This design comes from an exercise in tuning for a short achievable clock period and few clock cycles per item on the open sky130 flow, not from production work. RTL that was checked went through simulation tests only; none was proved equivalent to the original. The RTL of run 1 was laid out without a check of its function.

==> flow/design.v, too long to show whole: its modules and the start of the top module <==
// module e_mdu: 263 lines
// module mdu_mul_csa: 1734 lines
module e_mdu
#(
  parameter int unsigned MULT_CYCLES = MDU_MULT_CYCLES_DEF,
  parameter int unsigned DIV_CYCLES  = MDU_DIV_CYCLES_DEF
) (
  input  logic        clk,
  input  logic        reset,
  input  logic        start,
  input  logic [2:0]  mdu_op,
  input  logic [31:0] rs_data,
  input  logic [31:0] rt_data,
  output logic        busy,
  output logic [31:0] HI,
  output logic [31:0] LO
);
  // ...
==> flow/flow/run.sh <==
#!/bin/bash
set -euo pipefail
cp config.mk config.orig.mk
echo "export SETUP_SLACK_MARGIN = ${MARGIN:-55}" >> config.mk
bash standard.sh > standard.log 2>&1
==> flow/standard.sh <==
#!/bin/bash
# synth_recipe.tcl (not shown) runs the flow's synth.tcl, then flattens the netlist and writes it again
# the make line also repeats each setting of config.mk as NAME=value (left out here)
make -C /OpenROAD-flow-scripts/flow DESIGN_CONFIG=/design/flow/config.mk WORK_HOME=/design/flow/orfs CLKGATE_MAP_FILE= SYNTH_SCRIPT=/design/flow/synth_recipe.tcl "${@:-finish}"
==> flow/config.mk <==
export PLATFORM = sky130hd
export DESIGN_NAME = e_mdu
export DESIGN_NICKNAME = e_mdu
export VERILOG_FILES = /design/flow/design.v
export SDC_FILE = /design/flow/constraint.sdc
export NUM_CORES = 4
export LEC_CHECK = 0
export CAP_MARGIN = 20
export CORE_MARGIN = 2
export CORE_UTILIZATION = 40
export SLEW_MARGIN = 20
export SETUP_SLACK_MARGIN = 55
==> flow/constraint.sdc <==
create_clock -name core_clock -period 75.0 [get_ports {clk}]
set_input_delay 15.0000 -clock core_clock [delete_from_list [all_inputs] [get_ports {clk}]]
set_output_delay 15.0000 -clock core_clock [all_outputs]
set_load 0.01 [all_outputs]
==> results.cfg, run 1 <==
[final_layout]
final_util_pct = 44.5
register_area_mm2 = 0.00855
diodes = 16
buffer_area_share_pct = 4.78
reg_top3 = x_q x65, y_q x64, z_q x61
multi_input_area_mm2 = 0.0714
final_common_cell = xnor2_1

[sta]
setup_viol = 0
hold_violations = 0

[setup_path]
worstSetupEndpoint = HI[30]
crit_arrival_ns = 5.46
crit_path_start_kind = register
worstSetupStartpoint = gl_q$_SDFFE_PP0P_
worst-path-buf-inv = 4

[global_route]
grt_pass1_vias = 86000

[yosys]
synth-seq-cells = 353
ys_async_sr_fraction_pct = 0
synth_cell_types = 110
synth.area.top_cells = ha_1 (13%), fa_1 (12%), xnor2_1 (10%)
synth_top_area_share_pct = 13.3
synth_edf_count = 147
synthMuxAreaShare_pct = 1.61

[placed_design]
io_buffers = 134

[clock_tree]
cts-root-buf = clkbuf_16

[min_path]
hold_depth = 2
min_from = z_q[62]$_SDFFE_PP0P_

[floorplan]
initial_core_util_pct = 40.3
coreArea_mm2 = 0.208

[routing]
first_pass_iters = 9
met1_length_um = 163000
wl_met2_um = 168000

[run_status]
status = complete, no violations
==> module e_mdu, before the edit <==
module e_mdu
#(
  parameter int unsigned MULT_CYCLES = MDU_MULT_CYCLES_DEF,
  parameter int unsigned DIV_CYCLES  = MDU_DIV_CYCLES_DEF
) (
  input  logic        clk,
  input  logic        reset,
  input  logic        start,
  input  logic [2:0]  mdu_op,
  input  logic [31:0] rs_data,
  input  logic [31:0] rt_data,
  output logic        busy,
  output logic [31:0] HI,
  output logic [31:0] LO
);
  localparam int K  = MDU_DIV_K;                  
  localparam int M  = (32 + K - 1) / K;       
  localparam int AW = M * K;                  
  localparam logic [2:0] M_N = M;
  logic        busy_q, first_q;
  logic [2:0]  cnt_q;
  logic [64:0] x_q, y_q;
  logic [63:0] z_q;
  logic        cin_q, gh_q, gl_q;
  logic [31:0] r_q, d_q, q_q;
  logic [33:0] d3_q;
  logic [AW-1:0] a_q;
  logic        negq_q, negr_q;
  logic [64:0] xg, yg, sum;
  logic [63:0] xu, yu, cs_s, cs_c;
  logic        g_x, g_y, link;
  assign g_x  = x_q[32] & gh_q;
  assign g_y  = y_q[32] & gh_q;
  assign link = g_x ^ g_y;
  assign xu   = {x_q[64:33], x_q[31:0] & {32{gl_q}}};
  assign yu   = {y_q[64:33] & {32{gh_q}}, y_q[31:0]};
  assign cs_s = xu ^ yu ^ z_q;
  assign cs_c = {(xu[62:0] & yu[62:0]) | (xu[62:0] & z_q[62:0]) | (yu[62:0] & z_q[62:0]), 1'b0};
  assign xg   = {cs_s[63:32], g_x, cs_s[31:0]};
  assign yg   = {cs_c[63:33], cs_c[32] & link, g_y, cs_c[31:0]};
  assign sum  = xg + yg + {64'd0, cin_q};
  assign HI   = sum[64:33];
  assign LO   = sum[31:0];
  assign busy = busy_q;
  logic is_mul, is_div, sgn_mul, sgn_div;
  assign is_mul  = (mdu_op == MDU_MULT) | (mdu_op == MDU_MULTU);
  assign is_div  = (mdu_op == MDU_DIV)  | (mdu_op == MDU_DIVU);
  assign sgn_mul = (mdu_op == MDU_MULT);
  assign sgn_div = (mdu_op == MDU_DIV);
  logic [63:0] mx, my, mz;
  mdu_mul_csa u_mul (.a(rs_data), .b(rt_data), .sgn(sgn_mul), .x(mx), .y(my), .z(mz));
  logic [31:0] as_, bs_, ua, ub;
  logic [33:0] ub3;
  logic        negq, negr, bz;
  always_comb begin
    as_[0] = rs_data[0];
    bs_[0] = rt_data[0];
    for (int i = 1; i < 32; i++) begin
      as_[i] = rs_data[i] ^ (rs_data[31] & (|(rs_data & ((32'd1 << i) - 32'd1))));
      bs_[i] = rt_data[i] ^ (rt_data[31] & (|(rt_data & ((32'd1 << i) - 32'd1))));
    end
  end
  assign ua   = sgn_div ? as_ : rs_data;
  assign ub   = sgn_div ? bs_ : rt_data;
  assign ub3  = sgn_div ? ({2'b00, bs_} + {1'b0, bs_, 1'b0})
                        : ({2'b00, rt_data} + {1'b0, rt_data, 1'b0});
  assign negq = sgn_div & (rs_data[31] ^ rt_data[31]);
  assign negr = sgn_div & rs_data[31];
  assign bz   = (rt_data == 32'd0);
  function automatic logic slt_mag(input logic [31:0] a, input logic [31:0] b,
                                   input int sh);
    logic signed [65:0] ae, be, df, sm;
    ae = {{34{a[31]}}, a};
    be = {{34{b[31]}}, b} <<< sh;
    df = ae - be;
    sm = ae + be;
    if (a[31] == b[31])
      slt_mag = a[31] ? (df > 0) : (df < 0);
    else
      slt_mag = a[31] ? (sm > 0) : (sm < 0);
  endfunction
  function automatic logic ult_sh(input logic [31:0] a, input logic [31:0] b,
                                  input int sh);
    logic [65:0] ae, be;
    ae = {34'd0, a};
    be = {34'd0, b} << sh;
    ult_sh = (ae < be);
  endfunction
  logic fast, qm;
  assign fast = sgn_div ? slt_mag(rs_data, rt_data, 1) : ult_sh(rs_data, rt_data, 1);
  assign qm   = ~(sgn_div ? slt_mag(rs_data, rt_data, 0) : ult_sh(rs_data, rt_data, 0));
  logic [M-1:0] fits;
  logic [2:0]   n_cyc;
  always_comb begin
    fits = '0;
    for (int m = 1; m < M; m++)
      fits[m] = sgn_div ? slt_mag(rs_data, rt_data, m * K) : ult_sh(rs_data, rt_data, m * K);
    n_cyc = M_N;
    for (int m = M - 1; m >= 1; m--)
      if (fits[m]) n_cyc = m;
  end
  logic [31:0]   r_s, r_n, q_n;
  logic [AW-1:0] a_s, a_n;
  always_comb begin
    r_s = r_q;
    a_s = a_q;
    if (first_q) begin
      r_s = 32'd0;
      a_s = a_q;
      for (int m = 1; m < M; m++) begin
        if (cnt_q == m) begin
          r_s = 32'(a_q >> (m * K));
          a_s = a_q << (AW - m * K);
        end
      end
    end
  end
  logic [33:0]   rr;
  logic [34:0]   t1, t2, t3;
  always_comb begin
    rr  = 34'd0;
    t1  = 35'd0;
    t2  = 35'd0;
    t3  = 35'd0;
    r_n = r_s;
    q_n = q_q;
    a_n = a_s;
    for (int s = 0; s < K / 2; s++) begin
      rr  = {r_n, a_n[AW-1:AW-2]};
      a_n = {a_n[AW-3:0], 2'b00};
      t1  = {1'b0, rr} - {3'b000, d_q};
      t2  = {1'b0, rr} - {2'b00, d_q, 1'b0};
      t3  = {1'b0, rr} - {1'b0, d3_q};
      if (!t3[34]) begin
        r_n = t3[31:0];
        q_n = {q_n[29:0], 2'd3};
      end else if (!t2[34]) begin
        r_n = t2[31:0];
        q_n = {q_n[29:0], 2'd2};
      end else if (!t1[34]) begin
        r_n = t1[31:0];
        q_n = {q_n[29:0], 2'd1};
      end else begin
        r_n = rr[31:0];
        q_n = {q_n[29:0], 2'd0};
      end
    end
  end
  logic        busy_d, first_d;
  logic [2:0]  cnt_d;
  logic [64:0] x_d, y_d;
  logic [63:0] z_d;
  logic        cin_d, gh_d, gl_d;
  logic [31:0] r_d, d_d, q_d;
  logic [33:0] d3_d;
  logic [AW-1:0] a_d;
  logic        negq_d, negr_d;
  always_comb begin
    busy_d  = busy_q;
    first_d = 1'b0;
    cnt_d   = cnt_q;
    x_d     = x_q;
    y_d     = y_q;
    z_d     = z_q;
    cin_d   = cin_q;
    gh_d    = gh_q;
    gl_d    = gl_q;
    r_d     = r_q;
    d_d     = d_q;
    d3_d    = d3_q;
    q_d     = q_q;
    a_d     = a_q;
    negq_d  = negq_q;
    negr_d  = negr_q;
    if (busy_q) begin
      r_d   = r_n;
      q_d   = q_n;
      a_d   = a_n;
      cnt_d = cnt_q - 3'd1;
      if (cnt_q == 3'd1) begin
        busy_d = 1'b0;
        x_d    = {r_n ^ {32{negr_q}}, negr_q, q_n ^ {32{negq_q}}};
        y_d    = {32'd0, negr_q, 32'd0};
        z_d    = 64'd0;
        cin_d  = negq_q;
        gh_d   = 1'b1;
        gl_d   = 1'b1;
      end
    end else if (start) begin
      if (is_mul) begin
        x_d   = {mx[63:32], 1'b1, mx[31:0]};
        y_d   = {my[63:32], 1'b0, my[31:0]};
        z_d   = mz;
        cin_d = 1'b0;
        gh_d  = 1'b1;
        gl_d  = 1'b1;
      end else if (is_div && !bz) begin
        x_d     = {rs_data, ~negq, (negq ? 32'hFFFF_FFFF : 32'd1)};
        y_d     = {(negq ? rt_data : ~rt_data), ~negq, 32'd0};
        z_d     = 64'd0;
        cin_d   = 1'b0;
        gh_d    = qm;
        gl_d    = qm;
        busy_d  = ~fast;
        first_d = ~fast;
        cnt_d   = n_cyc;
        a_d     = ua;
        q_d     = 32'd0;
        d_d     = ub;
        d3_d    = ub3;
        negq_d  = negq;
        negr_d  = negr;
      end else if (mdu_op == MDU_MTHI) begin
        x_d[64:32] = {rs_data, 1'b0};
        y_d[64:32] = 33'd0;
        z_d[63:32] = 32'd0;
        gh_d       = 1'b1;
      end else if (mdu_op == MDU_MTLO) begin
        x_d[64:32] = {HI, 1'b0};
        y_d[64:32] = {32'd0, 1'b0};
        z_d[63:32] = 32'd0;
        gh_d       = 1'b1;
        x_d[31:0] = rs_data;
        y_d[31:0] = 32'd0;
        z_d[31:0] = 32'd0;
        cin_d     = 1'b0;
        gl_d      = 1'b1;
      end
    end
  end
  always_ff @(posedge clk) begin
    if (reset) begin
      busy_q  <= 1'b0;
      first_q <= 1'b0;
      cnt_q   <= 3'd0;
      x_q     <= 65'd0;
      y_q     <= 65'd0;
      z_q     <= 64'd0;
      cin_q   <= 1'b0;
      gh_q    <= 1'b0;
      gl_q    <= 1'b0;
    end else begin
      busy_q  <= busy_d;
      first_q <= first_d;
      cnt_q   <= cnt_d;
      x_q     <= x_d;
      y_q     <= y_d;
      z_q     <= z_d;
      cin_q   <= cin_d;
      gh_q    <= gh_d;
      gl_q    <= gl_d;
    end
  end
  always_ff @(posedge clk) begin
    r_q    <= r_d;
    d_q    <= d_d;
    d3_q   <= d3_d;
    q_q    <= q_d;
    a_q    <= a_d;
    negq_q <= negq_d;
    negr_q <= negr_d;
  end
endmodule
==> run 2: changes to the inputs <==
--- a/flow/design.v
+++ b/flow/design.v
@@ -13,125 +13,97 @@
   localparam int unsigned MDU_DIV_CYCLES_DEF  = 10;
   localparam int MDU_DIV_K = 8;
+  localparam int MDU_DIV_AW = ((32 + MDU_DIV_K - 1) / MDU_DIV_K) * MDU_DIV_K;
 endpackage
 import mdu_pkg::*;
-module e_mdu
-#(
-  parameter int unsigned MULT_CYCLES = MDU_MULT_CYCLES_DEF,
-  parameter int unsigned DIV_CYCLES  = MDU_DIV_CYCLES_DEF
-) (
-  input  logic        clk,
-  input  logic        reset,
-  input  logic        start,
-  input  logic [2:0]  mdu_op,
-  input  logic [31:0] rs_data,
-  input  logic [31:0] rt_data,
-  output logic        busy,
-  output logic [31:0] HI,
-  output logic [31:0] LO
+module mdu_div_pre (
+  input  logic [2:0]  op,
+  input  logic [31:0] a,
+  input  logic [31:0] b,
+  output logic [31:0] ua,
+  output logic [31:0] ub,
+  output logic [33:0] ub3,
+  output logic        negq,
+  output logic        negr,
+  output logic        bz,
+  output logic        fast,
+  output logic        qm,
+  output logic [2:0]  n_cyc
 );
-  localparam int K  = MDU_DIV_K;                  
-  localparam int M  = (32 + K - 1) / K;       
-  localparam int AW = M * K;                  
+  localparam int K = MDU_DIV_K;
+  localparam int M = (32 + K - 1) / K;
   localparam logic [2:0] M_N = M;
-  logic        busy_q, first_q;
-  logic [2:0]  cnt_q;
-  logic [64:0] x_q, y_q;
-  logic [63:0] z_q;
-  logic        cin_q, gh_q, gl_q;
-  logic [31:0] r_q, d_q, q_q;
-  logic [33:0] d3_q;
-  logic [AW-1:0] a_q;
-  logic        negq_q, negr_q;
-  logic [64:0] xg, yg, sum;
-  logic [63:0] xu, yu, cs_s, cs_c;
-  logic        g_x, g_y, link;
-  assign g_x  = x_q[32] & gh_q;
-  assign g_y  = y_q[32] & gh_q;
-  assign link = g_x ^ g_y;
-  assign xu   = {x_q[64:33], x_q[31:0] & {32{gl_q}}};
-  assign yu   = {y_q[64:33] & {32{gh_q}}, y_q[31:0]};
-  assign cs_s = xu ^ yu ^ z_q;
-  assign cs_c = {(xu[62:0] & yu[62:0]) | (xu[62:0] & z_q[62:0]) | (yu[62:0] & z_q[62:0]), 1'b0};
-  assign xg   = {cs_s[63:32], g_x, cs_s[31:0]};
-  assign yg   = {cs_c[63:33], cs_c[32] & link, g_y, cs_c[31:0]};
-  assign sum  = xg + yg + {64'd0, cin_q};
-  assign HI   = sum[64:33];
-  assign LO   = sum[31:0];
-  assign busy = busy_q;
-  logic is_mul, is_div, sgn_mul, sgn_div;
-  assign is_mul  = (mdu_op == MDU_MULT) | (mdu_op == MDU_MULTU);
-  assign is_div  = (mdu_op == MDU_DIV)  | (mdu_op == MDU_DIVU);
-  assign sgn_mul = (mdu_op == MDU_MULT);
-  assign sgn_div = (mdu_op == MDU_DIV);
-  logic [63:0] mx, my, mz;
-  mdu_mul_csa u_mul (.a(rs_data), .b(rt_data), .sgn(sgn_mul), .x(mx), .y(my), .z(mz));
-  logic [31:0] as_, bs_, ua, ub;
-  logic [33:0] ub3;
-  logic        negq, negr, bz;
+  logic sgn, sa, sb;
+  assign sgn = (op == MDU_DIV);
+  assign sa  = sgn & a[31];
+  assign sb  = sgn & b[31];
   always_comb begin
-    as_[0] = rs_data[0];
-    bs_[0] = rt_data[0];
+    ua[0] = a[0];
+    ub[0] = b[0];
     for (int i = 1; i < 32; i++) begin
-      as_[i] = rs_data[i] ^ (rs_data[31] & (|(rs_data & ((32'd1 << i) - 32'd1))));
-      bs_[i] = rt_data[i] ^ (rt_data[31] & (|(rt_data & ((32'd1 << i) - 32'd1))));
+      ua[i] = a[i] ^ (sa & (|(a & ((32'd1 << i) - 32'd1))));
+      ub[i] = b[i] ^ (sb & (|(b & ((32'd1 << i) - 32'd1))));
     end
   end
-  assign ua   = sgn_div ? as_ : rs_data;
-  assign ub   = sgn_div ? bs_ : rt_data;
-  assign ub3  = sgn_div ? ({2'b00, bs_} + {1'b0, bs_, 1'b0})
-                        : ({2'b00, rt_data} + {1'b0, rt_data, 1'b0});
-  assign negq = sgn_div & (rs_data[31] ^ rt_data[31]);
-  assign negr = sgn_div & rs_data[31];
-  assign bz   = (rt_data == 32'd0);
-  function automatic logic slt_mag(input logic [31:0] a, input logic [31:0] b,
-                                   input int sh);
-    logic signed [65:0] ae, be, df, sm;
-    ae = {{34{a[31]}}, a};
-    be = {{34{b[31]}}, b} <<< sh;
-    df = ae - be;
-    sm = ae + be;
-    if (a[31] == b[31])
-      slt_mag = a[31] ? (df > 0) : (df < 0);
-    else
-      slt_mag = a[31] ? (sm > 0) : (sm < 0);
-  endfunction
-  function automatic logic ult_sh(input logic [31:0] a, input logic [31:0] b,
-                                  input int sh);
-    logic [65:0] ae, be;
-    ae = {34'd0, a};
-    be = {34'd0, b} << sh;
-    ult_sh = (ae < be);
+  assign ub3  = {2'b00, ub} + {1'b0, ub, 1'b0};
+  assign negq = sgn & (a[31] ^ b[31]);
+  assign negr = sa;
+  assign bz   = (b == 32'd0);
+  function automatic logic ult32(input logic [31:0] x, input logic [31:0] y);
+    logic [31:0] l, g;
+    l = ~x & y;
+    g = x & ~y;
+    for (int w = 1; w < 32; w = w * 2) begin
+      for (int i = 0; i + w < 32; i = i + 2 * w) begin
+        l[i] = l[i + w] | (~g[i + w] & l[i]);
+        g[i] = g[i + w] | (~l[i + w] & g[i]);
+      end
+    end
+    ult32 = l[0];
   endfunction
-  logic fast, qm;
-  assign fast = sgn_div ? slt_mag(rs_data, rt_data, 1) : ult_sh(rs_data, rt_data, 1);
-  assign qm   = ~(sgn_div ? slt_mag(rs_data, rt_data, 0) : ult_sh(rs_data, rt_data, 0));
+  assign fast = ult32(ua >> 1, ub);      
+  assign qm   = ~ult32(ua, ub);
   logic [M-1:0] fits;
-  logic [2:0]   n_cyc;
   always_comb begin
     fits = '0;
     for (int m = 1; m < M; m++)
-      fits[m] = sgn_div ? slt_mag(rs_data, rt_data, m * K) : ult_sh(rs_data, rt_data, m * K);
+      fits[m] = ult32(ua >> (m * K), ub);
     n_cyc = M_N;
     for (int m = M - 1; m >= 1; m--)
       if (fits[m]) n_cyc = m;
   end
-  logic [31:0]   r_s, r_n, q_n;
-  logic [AW-1:0] a_s, a_n;
+endmodule
+module mdu_div_step (
+  input  logic                 first,
+  input  logic [2:0]           cnt,
+  input  logic [31:0]          r,
+  input  logic [31:0]          q,
+  input  logic [31:0]          d,
+  input  logic [33:0]          d3,
+  input  logic [MDU_DIV_AW-1:0] a,
+  output logic [31:0]          r_n,
+  output logic [31:0]          q_n,
+  output logic [MDU_DIV_AW-1:0] a_n
+);
+  localparam int K  = MDU_DIV_K;
+  localparam int M  = (32 + K - 1) / K;
+  localparam int AW = MDU_DIV_AW;
+  logic [31:0]   r_s;
+  logic [AW-1:0] a_s;
   always_comb begin
-    r_s = r_q;
-    a_s = a_q;
-    if (first_q) begin
+    r_s = r;
+    a_s = a;
+    if (first) begin
       r_s = 32'd0;
-      a_s = a_q;
+      a_s = a;
       for (int m = 1; m < M; m++) begin
-        if (cnt_q == m) begin
-          r_s = 32'(a_q >> (m * K));
-          a_s = a_q << (AW - m * K);
+        if (cnt == m) begin
+          r_s = 32'(a >> (m * K));
+          a_s = a << (AW - m * K);
         end
       end
     end
   end
-  logic [33:0]   rr;
-  logic [34:0]   t1, t2, t3;
+  logic [33:0] rr;
+  logic [34:0] t1, t2, t3;
   always_comb begin
     rr  = 34'd0;
@@ -140,12 +112,12 @@
     t3  = 35'd0;
     r_n = r_s;
-    q_n = q_q;
+    q_n = q;
     a_n = a_s;
     for (int s = 0; s < K / 2; s++) begin
       rr  = {r_n, a_n[AW-1:AW-2]};
       a_n = {a_n[AW-3:0], 2'b00};
-      t1  = {1'b0, rr} - {3'b000, d_q};
-      t2  = {1'b0, rr} - {2'b00, d_q, 1'b0};
-      t3  = {1'b0, rr} - {1'b0, d3_q};
+      t1  = {1'b0, rr} - {3'b000, d};
+      t2  = {1'b0, rr} - {2'b00, d, 1'b0};
+      t3  = {1'b0, rr} - {1'b0, d3};
       if (!t3[34]) begin
         r_n = t3[31:0];
@@ -163,4 +135,76 @@
     end
   end
+endmodule
+module mdu_out_add (
+  input  logic [64:0] x,
+  input  logic [64:0] y,
+  input  logic [63:0] z,
+  input  logic        cin,
+  input  logic        gh,
+  input  logic        gl,
+  output logic [31:0] hi,
+  output logic [31:0] lo
+);
+  logic [64:0] xg, yg, sum;
+  logic [63:0] xu, yu, cs_s, cs_c;
+  logic        g_x, g_y, link;
+  assign g_x  = x[32] & gh;
+  assign g_y  = y[32] & gh;
+  assign link = g_x ^ g_y;
+  assign xu   = {x[64:33], x[31:0] & {32{gl}}};
+  assign yu   = {y[64:33] & {32{gh}}, y[31:0]};
+  assign cs_s = xu ^ yu ^ z;
+  assign cs_c = {(xu[62:0] & yu[62:0]) | (xu[62:0] & z[62:0]) | (yu[62:0] & z[62:0]), 1'b0};
+  assign xg   = {cs_s[63:32], g_x, cs_s[31:0]};
+  assign yg   = {cs_c[63:33], cs_c[32] & link, g_y, cs_c[31:0]};
+  assign sum  = xg + yg + {64'd0, cin};
+  assign hi  = sum[64:33];
+  assign lo  = sum[31:0];
+endmodule
+module e_mdu
+#(
+  parameter int unsigned MULT_CYCLES = MDU_MULT_CYCLES_DEF,
+  parameter int unsigned DIV_CYCLES  = MDU_DIV_CYCLES_DEF
+) (
+  input  logic        clk,
+  input  logic        reset,
+  input  logic        start,
+  input  logic [2:0]  mdu_op,
+  input  logic [31:0] rs_data,
+  input  logic [31:0] rt_data,
+  output logic        busy,
+  output logic [31:0] HI,
+  output logic [31:0] LO
+);
+  localparam int AW = MDU_DIV_AW;             
+  logic        busy_q, first_q;
+  logic [2:0]  cnt_q;
+  logic [64:0] x_q, y_q;
+  logic [63:0] z_q;
+  logic        cin_q, gh_q, gl_q;
+  logic [31:0] r_q, d_q, q_q;
+  logic [33:0] d3_q;
+  logic [AW-1:0] a_q;
+  logic        negq_q, negr_q;
+  mdu_out_add u_out (.x(x_q), .y(y_q), .z(z_q), .cin(cin_q), .gh(gh_q), .gl(gl_q),
+                     .hi(HI), .lo(LO));
+  assign busy = busy_q;
+  logic is_mul, is_div, sgn_mul;
+  assign is_mul  = (mdu_op == MDU_MULT) | (mdu_op == MDU_MULTU);
+  assign is_div  = (mdu_op == MDU_DIV)  | (mdu_op == MDU_DIVU);
+  assign sgn_mul = (mdu_op == MDU_MULT);
+  logic [63:0] mx, my, mz;
+  mdu_mul_csa u_mul (.a(rs_data), .b(rt_data), .sgn(sgn_mul), .x(mx), .y(my), .z(mz));
+  logic [31:0] ua, ub;
+  logic [33:0] ub3;
+  logic        negq, negr, bz, fast, qm;
+  logic [2:0]  n_cyc;
+  mdu_div_pre u_pre (.op(mdu_op), .a(rs_data), .b(rt_data), .ua(ua), .ub(ub),
+                     .ub3(ub3), .negq(negq), .negr(negr), .bz(bz), .fast(fast),
+                     .qm(qm), .n_cyc(n_cyc));
+  logic [31:0]   r_n, q_n;
+  logic [AW-1:0] a_n;
+  mdu_div_step u_step (.first(first_q), .cnt(cnt_q), .r(r_q), .q(q_q), .d(d_q),
+                       .d3(d3_q), .a(a_q), .r_n(r_n), .q_n(q_n), .a_n(a_n));
   logic        busy_d, first_d;
   logic [2:0]  cnt_d;
@@ -203,5 +247,15 @@
         gl_d   = 1'b1;
       end
-    end else if (start) begin
+    end else begin
+      first_d = 1'b1;
+      cnt_d   = n_cyc;
+      a_d     = ua;
+      q_d     = 32'd0;
+      d_d     = ub;
+      d3_d    = ub3;
+      negq_d  = negq;
+      negr_d  = negr;
+    end
+    if (!busy_q && start) begin
       if (is_mul) begin
         x_d   = {mx[63:32], 1'b1, mx[31:0]};
@@ -219,12 +273,4 @@
         gl_d    = qm;
         busy_d  = ~fast;
-        first_d = ~fast;
-        cnt_d   = n_cyc;
-        a_d     = ua;
-        q_d     = 32'd0;
-        d_d     = ub;
-        d3_d    = ub3;
-        negq_d  = negq;
-        negr_d  = negr;
       end else if (mdu_op == MDU_MTHI) begin
         x_d[64:32] = {rs_data, 1'b0};
@@ -234,5 +280,5 @@
       end else if (mdu_op == MDU_MTLO) begin
         x_d[64:32] = {HI, 1'b0};
-        y_d[64:32] = {32'd0, 1'b0};
+        y_d[64:32] = 33'd0;
         z_d[63:32] = 32'd0;
         gh_d       = 1'b1;
==> flow/flow/run.sh (replaced) <==
#!/bin/bash
set -euo pipefail
cp config.mk config.orig.mk
echo "export SETUP_SLACK_MARGIN = ${MARGIN:-58}" >> config.mk
bash standard.sh > standard.log 2>&1
--- a/flow/config.mk
+++ b/flow/config.mk
@@ -10,3 +10,4 @@
 export CORE_UTILIZATION = 40
 export SLEW_MARGIN = 20
-export SETUP_SLACK_MARGIN = 55
+export SYNTH_HIERARCHICAL = 1
+export SETUP_SLACK_MARGIN = 58
==> run 2 against run 1 <==
Wire length increased by 20%. Clock-buffer cell count decreased by 2. Critical path depth decreased by 6. Sequential share of layout area decreased by 1.7 points. Still clean. Register-to-register slack improved by 2.2 ns. Largest cell class unchanged.
==> results.cfg, run 2 <==
[run_status]
status = complete, no violations

[job]
max-cap-violations = 0

[final_layout]
mostFrequentLayoutCells = inv_1 (816), a21oi_1 (714), buf_4 (587)
syn_to_final_growth_pct = 25.7
final_common_cell = inv_1
fillers = 19800
final_util_pct = 50.6
reg_top3 = x_q x65, y_q x65, z_q x64
layout.nets = 12500
drive_gt1_share_pct = 23.5

[min_path]
min_from = y_q[64]$_SDFF_PP0_
hold_end = y_q[64]$_SDFF_PP0_
hold_depth = 1
hp-class = reg -> reg

[clock_tree]
cts_hold_buf = 0
cts_tree = built
clock-sinks = 358
path_clk_slew_ns = 0.07
clk_path_buf_depth = 3
cts-root-buf = clkbuf_16
cts_max_level = 2
insertion_delay_ns = 0.70
cts-buffers-inserted = 45

[placed_design]
io_buffers = 134
gp_congestion = 1.06
dpl.hpwl_um = 322000

[routing]
drcViolationCount = 0
drtAntennaViolNets = 0
first_pass_iters = 17
vias = 102000
via_per_inst = 7.17
totalWireLength_um = 508000
drt_iter0_drc = 17300
route.detailed.wl_per_inst_um = 35.6

[global_route]
grt_pass1_vias = 96300
gr-total-overflow = 0
grt_pass1_wl_um = 714000
track_usage_pct = 44.1
antenna_found_initial = 48
grt_max_degree = 96

[setup_path]
crit_path_start_kind = register
crit_family = compound AO/OA/AOI/OAI gates
worstPathRequired_ns = 60.00
cp_cell_sequence = buf_6 -> buf_12 -> nand2_2 -> fa_2 -> inv_2 -> ha_4 -> o211ai_1 -> o21ai_2 -> nand3_2 -> o21ai_4 -> a41oi_4 -> buf_12 -> buf_6 -> o31a_4 -> o31ai_4 -> a311oi_2 -> xnor2_2 -> buf_4
ff2ff_path_depth = 67
timing.rr.end = x_q[54]$_SDFF_PP0_
ff2ff_setup_slack_ns = 57.92
reg2reg_from = cnt_q[0]$_SDFF_PP0_
crit_arrival_ns = 4.78
crit_fanout = 6
path_depth = 18
slowest_delay_ns = 0.57
cp-end-kind = primary output
critPathSlowestCell = fa_2
crit_type = reg -> out
worst-path-buf-inv = 6

[floorplan]
io_pins = 135
initial_core_util_pct = 40.3
coreArea_mm2 = 0.215
row_count = 170
dieArea_mm2 = 0.220
die_w_um = 469
die_h_um = 469

[sta]
setup_viol = 0
hold_violations = 0
slew_viol_final = 0
relSlewSlack_pct = 8.51
period_needed_ns = 19.78
max_freq_mhz = 50.5
setup_tns_ns = 0
tightest_slew_ns = 1.37
clock_skew_ns = 0.0549
rsz0062_at_grt = true
post-route-period-util_pct = 26.4

[yosys]
syn_inst = 11400
netlist_area_mm2 = 0.0866
yosysWarnings = 9
syn_avg_cell_area_um2 = 7.59
run 2: how the worst max path moves through the flow:
stage | slack, ns | endpoint | start
4_1_cts | 55.32 | HI[24] | gl_q$_SDFF_PP0_
6_report | 55.22 | HI[24] | gl_q$_SDFF_PP0_
3_5_place_dp | 53.98 | d3_q[32]$_DFFE_PN_ | mdu_op[2]
5_1_grt | 55.14 | HI[15] | gl_q$_SDFF_PP0_
2_1_floorplan | 56.10 | z_q[35]$_SDFF_PP0_ | mdu_op[2]
3_3_place_gp | 54.02 | d3_q[32]$_DFFE_PN_ | mdu_op[2]
run 2: area by class of cell:
class	count	area, µm²	area share [%]
multi-input cells	8796	76000	69.7
repair buffers	1195	15900	14.6
flip-flops and latches	358	8190	7.52
inverters	964	3790	3.48
well taps	2838	3550	3.26
clock buffers	54	1210	1.11
clock inverters	29	270	0.248
diodes	34	85.1	0.0781
repair inverters	1	5.00	0.00460
run 2: through the flow:
step | worst slack [ns] | hold slack, ns | cells | cell area [µm²]
final | 55.22 | 0.486 | 14300 | 109000
after detailed placement | 53.98 | 0.451 | 13300 | 88900
after floorplan | 56.10 | 0.433 | 11400 | 89900
after global placement | 54.02 | 0.454 | 13300 | 88900
after CTS | 55.32 | 0.476 | 14100 | 106000
after global routing | 55.14 | 0.495 | 14200 | 109000
run 2: timing repair:
action,4_1_cts,5_1_grt
cloned,148,3
resized for setup,1747,345
setup endpoints to repair,376,350
setup buffers,549,149
pin swaps,563,283
run 2: per-layer routing:
| metal | global-route usage [%] | part of all wire [%] | routed length, µm |
|---|---|---|---|
| met3 | 19.4 | 14 | 71600 |
| met5 | 1.19 | 0.097 | 494 |
| met4 | 40.9 | 12 | 61800 |
| met2 | 63.6 | 40 | 205000 |
| met1 | 48.4 | 33 | 170000 |
run 2: worst register-to-register path: cells and delay by family (launching register included):
family / cells / cell delay (ns)
AO/OA/AOI/OAI: 33 / 7.95
multiplexers: 4 / 1.12
flip-flops: 1 / 0.40
adder cells (fa/ha/maj): 4 / 1.42
buffers and inverters: 8 / 1.90
AND/OR/NAND/NOR: 17 / 3.56
XOR/XNOR: 1 / 0.67
Testbench counts of run 2, summed over its fixed seeds: cycles 10,117, items 8,000.

separate check: timing with driven ports:
The flow's constraints put no driver on any port. The routed layouts listed below were extracted and timed again, unchanged, in two steps. Step 1 (the two cells are an assumption about what drives the block):
set clk [get_ports {clk}]
set_driving_cell -lib_cell sky130_fd_sc_hd__clkbuf_16 $clk
set_driving_cell -lib_cell sky130_fd_sc_hd__buf_2 [delete_from_list [all_inputs] $clk]
Step 2 times the ports against the registers' clock, not the clock port: input delays grow and output delays shrink by t, the midpoint of the rising clock arrivals with the driver on. a / b / c = no drivers / after step 1 / after step 2; a / b = the first two.
| run | t (ns) | slack for setup (ns) | worst register clock-pin slew, ns |
|---|---|---|---|
| run 1 | 0.703 | 54.537 / 54.471 / 54.274 | 0.08 / 0.08 |
| run 2 | 0.776 | 55.216 / 55.115 / 54.976 | 0.12 / 0.12 |
After both steps setup and hold are still met in every run listed. For run 1, which loses most, drivers alone change the setup slack by -0.066 ns; drivers and shift together by -0.263 ns.
